What follows belongs to an exercise in optimizing a design on an open flow for small area and a short achievable clock period; a production flow would make more cautious choices.
Function was checked by simulation only, so behaviour that the tests miss may differ from the original.
Power figures rest on the tool's default switching activity, not on a simulated workload.

// spiSdCard
module spiSdCard (
   input  logic sclk,
   input  logic rstn,
   input  logic ncs,
   input  logic mosi,
   output logic miso
);
Size: roughly 2200 flip-flops, about 51000 µm² of cells after synthesis.
==> flow/config.mk <==
export PLATFORM = sky130hd
export DESIGN_NAME = spiSdCard
export DESIGN_NICKNAME = spiSdCard
export VERILOG_FILES = /design/flow/design.v
export SDC_FILE = /design/flow/constraint.sdc
export NUM_CORES = 4
export LEC_CHECK = 0
export ABC_AREA = 1
export CAP_MARGIN = 20
export CORE_MARGIN = 2
export CORE_UTILIZATION = 65
export CTS_BUF_LIST = sky130_fd_sc_hd__clkbuf_4 sky130_fd_sc_hd__clkbuf_8
export CTS_CLUSTER_DIAMETER = 45
export CTS_CLUSTER_SIZE = 22
export SETUP_SLACK_MARGIN = 2.0
export SLEW_MARGIN = 20
==> flow/constraint.sdc <==
create_clock -name core_clock -period 4.0 [get_ports {sclk}]
set_input_delay 0.8000 -clock core_clock [delete_from_list [all_inputs] [get_ports {sclk}]]
set_output_delay 0.8000 -clock core_clock [all_outputs]
set_load 0.01 [all_outputs]
standard.sh (not shown) runs the stock make flow with config.mk's settings and CLKGATE_MAP_FILE= SYNTH_SCRIPT=/design/flow/synth_recipe.tcl, a recipe that flattens the netlist after the stock synthesis.
==> flow/flow/run.sh <==
#!/bin/bash
set -euo pipefail
bash standard.sh MATCH_CELL_FOOTPRINT=0 "CTS_ARGS=-sink_clustering_enable -repair_clock_nets -sink_clustering_size 22 -sink_clustering_max_diameter 45 -buf_list {sky130_fd_sc_hd__clkbuf_4 sky130_fd_sc_hd__clkbuf_8} -dont_use_dummy_load" finish > flow.log 2>&1
Then changed:
==> flow/run.sh (new file) <==
#!/bin/bash
# synth_recipe.tcl (not shown) runs the flow's synth.tcl, then flattens the netlist and writes it again
# the make line also repeats each setting of config.mk as NAME=value (left out here)
make -C /OpenROAD-flow-scripts/flow DESIGN_CONFIG=/design/flow/config.mk WORK_HOME=/design/flow/orfs CLKGATE_MAP_FILE= SYNTH_SCRIPT=/design/flow/synth_recipe.tcl finish
Settings changed: CTS_CLUSTER_DIAMETER 45 to 60, CTS_CLUSTER_SIZE 22 to 16.
removed: flow/flow/run.sh
removed: flow/standard.sh
Total power goes up by 4.2%.
Design area goes up by about 1.2%.
Utilization goes up by 0.85 points.
Global-route usage goes up by 0.73 points.
Wire length goes up by 3.0%.
Sequential power barely changes.
Combinational power barely changes.
Then changed:
==> flow/flow/run.sh (new file) <==
#!/bin/bash
set -euo pipefail
bash standard.sh MATCH_CELL_FOOTPRINT=0 "CTS_ARGS=-sink_clustering_enable -repair_clock_nets -sink_clustering_size 20 -sink_clustering_max_diameter 50 -buf_list {sky130_fd_sc_hd__clkbuf_4 sky130_fd_sc_hd__clkbuf_8} -dont_use_dummy_load" finish > flow.log 2>&1
==> flow/standard.sh (new file) <==
#!/bin/bash
# synth_recipe.tcl (not shown) runs the flow's synth.tcl, then flattens the netlist and writes it again
# the make line also repeats each setting of config.mk as NAME=value (left out here)
make -C /OpenROAD-flow-scripts/flow DESIGN_CONFIG=/design/flow/config.mk WORK_HOME=/design/flow/orfs CLKGATE_MAP_FILE= SYNTH_SCRIPT=/design/flow/synth_recipe.tcl "${@:-finish}"
Settings changed: CTS_CLUSTER_DIAMETER 60 to 50, CTS_CLUSTER_SIZE 16 to 20.
removed: flow/run.sh
After rerunning: The new run went through all stages and came out clean; die area is unchanged; total power decreases by 3.9%; flip-flop and latch count stays the same; cell count came out lower by 0.90%; routed wire length goes down by 0.33%; critical path depth is lower by 2.
Then changed:
==> flow/flow/run.sh (replaced) <==
#!/bin/bash
set -euo pipefail
bash standard.sh MATCH_CELL_FOOTPRINT=0 "CTS_ARGS=-sink_clustering_enable -repair_clock_nets -sink_clustering_size 16 -sink_clustering_max_diameter 60 -buf_list {sky130_fd_sc_hd__clkbuf_4 sky130_fd_sc_hd__clkbuf_8} -dont_use_dummy_load" finish > flow.log 2>&1
Settings changed: CTS_CLUSTER_DIAMETER 50 to 60, CTS_CLUSTER_SIZE 20 to 16, SETUP_SLACK_MARGIN 2.0 to 2.2.
The changed run ran to the end with no violations; setup slack is worse by 0.075 ns; final area came out higher slightly; maximum frequency came out lower by a few percent.

port drivers added, routing unchanged:
The flow's constraints put no driver on any port. The routed layouts listed below were extracted and timed again, unchanged, in two steps. Step 1 sets driving cells, clkbuf_16 on the clock port and buf_2 on the other inputs (assumed; they add their load-dependent delay and slew). Step 2 adds t to the input delays and takes it off the output delays; t is the mean of the earliest and latest rising clock arrival at the registers after step 1. Input paths then give back, and output paths get back, about the clock's delay inside the block. Slacks: ideal ports / drivers / drivers and shift; pairs: ideal ports / drivers.
| run | shift t [ns] | slack for setup (ns) | slew at the worst register clock pin (ns) | worst slew at a driven data input, ns |
|---|---|---|---|---|
| the first run | 0.822 | 1.984 / 1.947 / 1.347 | 0.12 / 0.12 | 0.03 |
| the second run | 0.861 | 1.906 / 1.851 / 1.267 | 0.10 / 0.10 | 0.03 |
| the third run | 0.812 | 2.019 / 1.959 / 1.337 | 0.11 / 0.11 | 0.03 |
| the fourth run | 0.832 | 1.944 / 1.879 / 1.345 | 0.11 / 0.11 | 0.03 |
After both steps setup and hold are still met in every run listed. For the third run, which loses most, drivers alone change the setup slack by -0.060 ns; drivers and shift together by -0.682 ns.
